From an optimization exercise on the open Yosys and OpenROAD flow, aimed at small area, a short achievable clock period and few clock cycles; shortcuts taken in it are not production practice. Only simulation tests tie the RTL to the original design; equivalence was not proved.

==> run X <==
==> flow/design.v (excerpt) <==
module encoder_hold_step_keyer #(
  parameter int unsigned SENSORS       = 2,
  parameter int unsigned LAYERS        = 8,
  parameter int unsigned ALLOW_ENTRIES = 2
) (
  input  logic                        clk_i,
  input  logic                        rst_ni,
  input  logic                        start,
  output logic                        busy,
  input  logic [74:0]                 req_i,
  output logic                        res_valid_o,
  output logic [7:0]                  res_o,
  input  logic                        cfg_we_i,
  input  logic [2:0]                  cfg_idx_i,
  input  logic [31:0]                 cfg_data_i
);
clock: 6.0 ns
lec_check: 0
cap_margin: 20
core_margin: 2
core_utilization: 40
setup_slack_margin: 2.4
slew_margin: 20
tns_end_percent: 5
run.sh (not shown) runs the stock make flow with config.mk's settings and CLKGATE_MAP_FILE= SYNTH_SCRIPT=/design/flow/synth_recipe.tcl, a recipe that flattens the netlist after the stock synthesis.
==> inputs of run M, as changes to run X <==
--- a/flow/config.mk
+++ b/flow/config.mk
@@ -6,8 +6,8 @@
 export NUM_CORES = 4
 export LEC_CHECK = 0
 export CAP_MARGIN = 20
 export CORE_MARGIN = 2
 export CORE_UTILIZATION = 40
-export SETUP_SLACK_MARGIN = 2.4
+export SETUP_SLACK_MARGIN = 2.8
 export SLEW_MARGIN = 20
 export TNS_END_PERCENT = 5
==> inputs of run K, as changes to run X <==
--- a/flow/design.v
+++ b/flow/design.v
@@ -75,56 +75,64 @@
   input  logic [2:0]                  cfg_idx_i,
   input  logic [31:0]                 cfg_data_i
 );
   localparam int N = 16;
   localparam logic [1:0] A_PRESS = 2'd0, A_REL = 2'd1, A_TAP = 2'd2;
-  logic [15:0] tvm1_q;    
+  logic [15:0] tv_q;      
+  logic        g_nz, g_is1, tv_one;   
   logic [15:0] grp_q;
   logic        sticky_q, topreq_q, qrel_q;
   logic [1:0]  acount_q;
   logic [31:0] akey0_q, akey1_q;
   logic        grp_we;
   assign grp_we = cfg_we_i && (cfg_idx_i == 3'd1);
   always_ff @(posedge clk_i or negedge rst_ni) begin
     if (!rst_ni) begin
-      tvm1_q   <= 16'd179;
+      tv_q     <= 16'd180;
+      tv_one   <= 1'b0;
       grp_q    <= 16'd5;
+      g_nz     <= 1'b1;
+      g_is1    <= 1'b0;
       sticky_q <= 1'b0;
       topreq_q <= 1'b1;
       qrel_q   <= 1'b0;
       acount_q <= 2'd0;
       akey0_q  <= '0;
       akey1_q  <= '0;
     end else if (cfg_we_i) begin
       case (cfg_idx_i)
-        3'd0: tvm1_q   <= ((cfg_data_i[15:0] != 16'd0) ? cfg_data_i[15:0] : 16'd180) - 16'd1;
-        3'd1: grp_q    <= cfg_data_i[15:0];
+        3'd0: begin
+          tv_q   <= (cfg_data_i[15:0] != 16'd0) ? cfg_data_i[15:0] : 16'd180;
+          tv_one <= (cfg_data_i[15:0] == 16'd1);
+        end
+        3'd1: begin
+          grp_q  <= cfg_data_i[15:0];
+          g_nz   <= (cfg_data_i[15:0] != 16'd0);
+          g_is1  <= (cfg_data_i[15:0] == 16'd1);
+        end
         3'd2: sticky_q <= cfg_data_i[0];
         3'd3: topreq_q <= cfg_data_i[0];
         3'd4: qrel_q   <= cfg_data_i[0];
         3'd5: acount_q <= cfg_data_i[1:0];
         3'd6: akey0_q  <= cfg_data_i;
         default: akey1_q <= cfg_data_i;
       endcase
     end
   end
-  logic g_nz, g_is1, tv_one;
-  assign g_nz   = (grp_q != 16'd0);
-  assign g_is1  = (grp_q == 16'd1);
-  assign tv_one = (tvm1_q == 16'd0);
   logic         busy_q, valid_q, stall_q;
   logic [7:0]   res_q;
   logic [3:0]   e_q;                   
   logic         q_rel, q_prs, q_dir;   
   logic [N-1:0] m_q;                   
   logic [2:0]   sc_q;                  
   logic [1:0]   pend_q [N];
   logic [N-1:0] held_q, hdir_q, x_q, tn_q, dirty_q, inc_q, z_q;
   logic [15:0]  sp_q [N];              
-  logic [3:0]   ph_q;
+  logic [N-1:0] oh_q;                  
   logic [15:0]  dl_q [N];              
-  logic [15:0]  t_q;                   
+  logic [15:0]  u_q;                   
+  logic [15:0]  w_q;                   
   assign busy        = busy_q;
   assign res_valid_o = valid_q;
   assign res_o       = res_q;
   logic        tk;
   assign tk = start && !busy_q;
@@ -154,22 +162,21 @@
   assign t_tick = tk && (i_ty == 2'd3);
   logic [N-1:0] i_sel;
   always_comb for (int i = 0; i < N; i++) i_sel[i] = (i_e == 4'(i));
   logic [N-1:0] c_pn, c_st, c_prs, c_rp, c_tap, c_re, c_xn;
   logic [N-1:0] pg, trg, st, clr;
-  logic [15:0]  t_inc, t_dl;
-  assign t_inc = t_q + 16'd1;
-  assign t_dl  = t_q + tvm1_q;
+  logic [15:0]  t_dl;
+  assign t_dl  = w_q + tv_q;
   always_comb begin
     for (int i = 0; i < N; i++) begin
       c_pn[i]  = (pend_q[i] != 2'd0);
       c_st[i]  = g_nz && c_pn[i] && dirty_q[i];
       c_prs[i] = c_pn[i] && !held_q[i];
       c_rp[i]  = c_pn[i] && held_q[i] && !sticky_q && (hdir_q[i] != pend_q[i][1]);
       c_tap[i] = c_pn[i] && g_nz && tn_q[i];
       c_re[i]  = stall_q && (e_q == 4'(i)) && !dirty_q[i];
-      c_xn[i]  = held_q[i] && !x_q[i] && (dl_q[i] == t_inc);
+      c_xn[i]  = held_q[i] && !x_q[i] && (dl_q[i] == u_q);
       pg[i]  = (t_pgt && i_sel[i]) || c_re[i];
       st[i]  = t_pgt && i_sel[i] && c_st[i];
       trg[i] = pg[i] && c_pn[i] && !c_st[i];
       clr[i] = (t_data && i_sel[i] && !i_gate) || (t_ng && i_sel[i]) || (trg[i] && !g_nz)
                || t_key || (t_tick && x_q[i]);
@@ -217,18 +224,18 @@
   assign s_rp  = c_rp[i_e];
   logic re_go, re_tap;
   assign re_go  = stall_q && !dirty_q[e_q];
   assign re_tap = tn_q[e_q];
   logic        dv_it;
-  logic [3:0]  dv_idx;
+  logic [N-1:0] dv_oh;    
   logic [15:0] dv_rem, dv_quo;
   logic [4:0]  dv_left;   
   logic [15:0] rd_sp, rd_s;
   logic        rd_inc, rd_one, rd_z;
-  assign rd_z   = z_q[ph_q];
+  assign rd_z   = |(z_q & oh_q);
   assign rd_sp  = sp_q[0];
-  assign rd_inc = inc_q[ph_q];
+  assign rd_inc = |(inc_q & oh_q);
   logic [15:0] rd_sp1;
   logic        rd_is0, rd_is1;
   assign rd_sp1 = rd_sp + 16'd1;
   assign rd_is0 = (rd_sp == 16'd0);
   assign rd_is1 = (rd_sp == 16'd1);
@@ -250,33 +257,34 @@
   assign dv_r0 = (dv_sh == 17'd0) || (dv_sh == {1'b0, grp_q});
   assign dv_skip = (dv_rem == 16'd0) && (dv_quo[15:12] == 4'd0) && (dv_left > 5'd4);
   logic dv_done;
   assign dv_done = dv_it && !dv_skip && (dv_left == 5'd1);
   logic rd_ok;
-  assign rd_ok = !dv_it && dirty_q[ph_q];
+  assign rd_ok = !dv_it && |(dirty_q & oh_q);
   logic grp_we_q, dv_kill;
-  assign dv_kill = z_q[dv_idx] || grp_we_q;
+  assign dv_kill = |(z_q & dv_oh) || grp_we_q;
   always_ff @(posedge clk_i or negedge rst_ni) begin
     if (!rst_ni) begin
       busy_q  <= 1'b0;
       valid_q <= 1'b0;
       stall_q <= 1'b0;
       q_rel   <= 1'b0;
       q_prs   <= 1'b0;
       m_q     <= '0;
-      t_q     <= '0;
+      u_q     <= 16'd1;
+      w_q     <= 16'hFFFF;
       held_q  <= '0;
       x_q     <= '0;
       tn_q    <= '0;
       dirty_q <= '0;
       inc_q   <= '0;
       z_q     <= '1;
       for (int i = 0; i < N; i++) pend_q[i] <= '0;
       dv_it   <= 1'b0;
       grp_we_q <= 1'b0;
-      ph_q    <= '0;
-      dv_idx  <= '0;
+      oh_q    <= 16'd1;
+      dv_oh   <= '0;
       dv_left <= '0;
     end else begin
       if (tk) begin
         busy_q  <= 1'b0;
         valid_q <= 1'b0;
@@ -322,11 +330,14 @@
         else if (q_prs) q_prs <= 1'b0;
         else m_q <= m_q & (m_q - 1'b1);
         busy_q  <= q_rel || q_prs || (m_q != '0);
         valid_q <= q_rel || q_prs || (m_q != '0);
       end
-      if (t_tick) t_q <= t_inc;
+      if (t_tick) begin
+        u_q <= u_q + 16'd1;
+        w_q <= w_q + 16'd1;
+      end
       for (int i = 0; i < N; i++) begin
         if (t_data && i_sel[i]) pend_q[i] <= i_gate ? i_pn : 2'd0;
         if ((t_proc && i_sel[i] && !st[i]) || c_re[i] || t_key) pend_q[i] <= 2'd0;
         if (trg[i]) begin
           held_q[i] <= 1'b1;
@@ -338,19 +349,19 @@
         end
         if (t_tick) begin
           held_q[i] <= held_q[i] && !x_q[i];
           x_q[i]    <= c_xn[i];
         end
-        if (rd_ok && ph_q == 4'(i)) begin
+        if (oh_q[i] && inc_q[i]) begin
           z_q[i]   <= 1'b0;
           inc_q[i] <= 1'b0;
-          if (rd_one) begin
-            tn_q[i]    <= g_is1;
-            dirty_q[i] <= 1'b0;
-          end
         end
-        if (dv_done && !dv_kill && dv_idx == 4'(i)) begin
+        if (rd_ok && oh_q[i] && rd_one) begin
+          tn_q[i]    <= g_is1;
+          dirty_q[i] <= 1'b0;
+        end
+        if (dv_done && !dv_kill && dv_oh[i]) begin
           tn_q[i]    <= dv_r0;
           dirty_q[i] <= 1'b0;
         end
         if (trg[i] && g_nz) begin
           inc_q[i]   <= 1'b1;
@@ -362,18 +373,18 @@
           dirty_q[i] <= 1'b0;
           tn_q[i]    <= g_is1;
         end
         if (grp_we) dirty_q[i] <= 1'b1;
       end
-      ph_q <= ph_q + 4'd1;
+      oh_q <= {oh_q[N-2:0], oh_q[N-1]};
       grp_we_q <= grp_we;
       if (dv_it) begin
         dv_left <= dv_left - (dv_skip ? 5'd4 : 5'd1);
         if (dv_done || dv_kill) dv_it <= 1'b0;
       end else if (rd_ok) begin
         dv_it   <= !rd_one;
-        dv_idx  <= ph_q;
+        dv_oh   <= oh_q;
         dv_left <= 5'd16;
       end
     end
   end
   always_ff @(posedge clk_i) begin
@@ -399,11 +410,11 @@
     for (int i = 0; i < N; i++) begin
       if (trg[i] && (c_prs[i] || c_rp[i])) hdir_q[i] <= pend_q[i][1];
       if (trg[i]) dl_q[i] <= t_dl;
     end
     for (int i = 0; i < N - 1; i++) sp_q[i] <= sp_q[i + 1];
-    sp_q[N - 1] <= rd_ok ? rd_s : sp_q[0];
+    sp_q[N - 1] <= rd_s;
     if (rd_ok) begin
       dv_rem <= '0;
       dv_quo <= rd_s;
     end else if (dv_it) begin
       if (dv_skip) dv_quo <= {dv_quo[11:0], 4'd0};
==> flow/flow/run.sh (new file) <==
#!/bin/bash
# The standard layout (standard.sh), with plain sky130_fd_sc_hd__buf_4 cells as
# the input and output port buffers instead of the delay-cell buffers that
# buffer_ports picks by default. Every port still gets its own buffer.
set -euo pipefail
bash standard.sh "BUFFER_PORTS_ARGS=-buffer_cell sky130_fd_sc_hd__buf_4" finish > make_finish.log 2>&1
==> flow/standard.sh (new file) <==
#!/bin/bash
# synth_recipe.tcl (not shown) runs the flow's synth.tcl, then flattens the netlist and writes it again
# the make line also repeats each setting of config.mk as NAME=value (left out here)
make -C /OpenROAD-flow-scripts/flow DESIGN_CONFIG=/design/flow/config.mk WORK_HOME=/design/flow/orfs CLKGATE_MAP_FILE= SYNTH_SCRIPT=/design/flow/synth_recipe.tcl "${@:-finish}"
==> flow/config.mk (replaced) <==
export PLATFORM = sky130hd
export DESIGN_NAME = encoder_hold_step_keyer
export DESIGN_NICKNAME = encoder_hold_step_keyer
export VERILOG_FILES = /design/flow/design.v
export SDC_FILE = /design/flow/constraint.sdc
export NUM_CORES = 4
export LEC_CHECK = 0
export ABC_CLOCK_PERIOD_IN_PS = 3000
export CAP_MARGIN = 20
export CORE_MARGIN = 2
export CORE_UTILIZATION = 70
export CTS_BUF_LIST = sky130_fd_sc_hd__clkbuf_8
export PLACE_DENSITY = 0.75
export SETUP_SLACK_MARGIN = 3.2
export SLEW_MARGIN = 20
export TNS_END_PERCENT = 5
removed: flow/run.sh
==> summary of the runs <==
Run K did not get past 5_1_grt on GRT-0232. Run X finished with timing, DRC and antenna clean. Run M finished clean.
In area after synthesis, run M and run X do not differ.
Flip-flop and latch count is the same in run M and run X.
Between run M and run X, the lower routed wire length is in run X (gap about 0.75%, measured against run X).
Of run M and run X, run M has the higher first-iteration DRC count (gap about 9%, measured against run X).
Of run X and run M, run M has the higher hold slack (gap 0.0025 ns).
Against run M, the non-clock buffer count of run X is lower by 58.
Of run M and run X, run M has the higher core utilization (gap 1.8 points).
In run X the sequential share of layout area is higher than in run M, by 1.6 points.
Of run M and run X, run M has the higher register-to-register slack (gap 0.11 ns).
Synthesized cell count is the same in run X and run M.
Testbench counts of run X, summed over its fixed seeds: cycles 13,660.
Testbench counts of run M, summed over its fixed seeds: cycles 13,660.
Testbench counts of run K, summed over its fixed seeds: cycles 13,660.

==> afterwards: timing with drivers on the ports <==
Ports are ideal in the flow. The routed layouts listed here were re-timed in OpenROAD.
Step 1, drivers: a clkbuf_16 drives clk_i and a buf_2 each remaining input, both assumed.
Step 2 times the ports against the registers' clock, not the clock port: input delays grow and output delays shrink by t, the midpoint of the rising clock arrivals with the driver on.
Slacks: ideal / step 1 / step 2; pairs: ideal / step 1.
run | t (ns) | slack for setup (ns) | worst setup path after step 2
run X | 0.730 | 2.275 / 2.321 / 1.591 | input to register
run M | 0.742 | 2.469 / 2.469 / 1.793 | input to register
After both steps every run listed still meets setup and hold. The setup slack of run X, which loses most, moves by +0.046 ns with the drivers and by -0.684 ns with both steps.
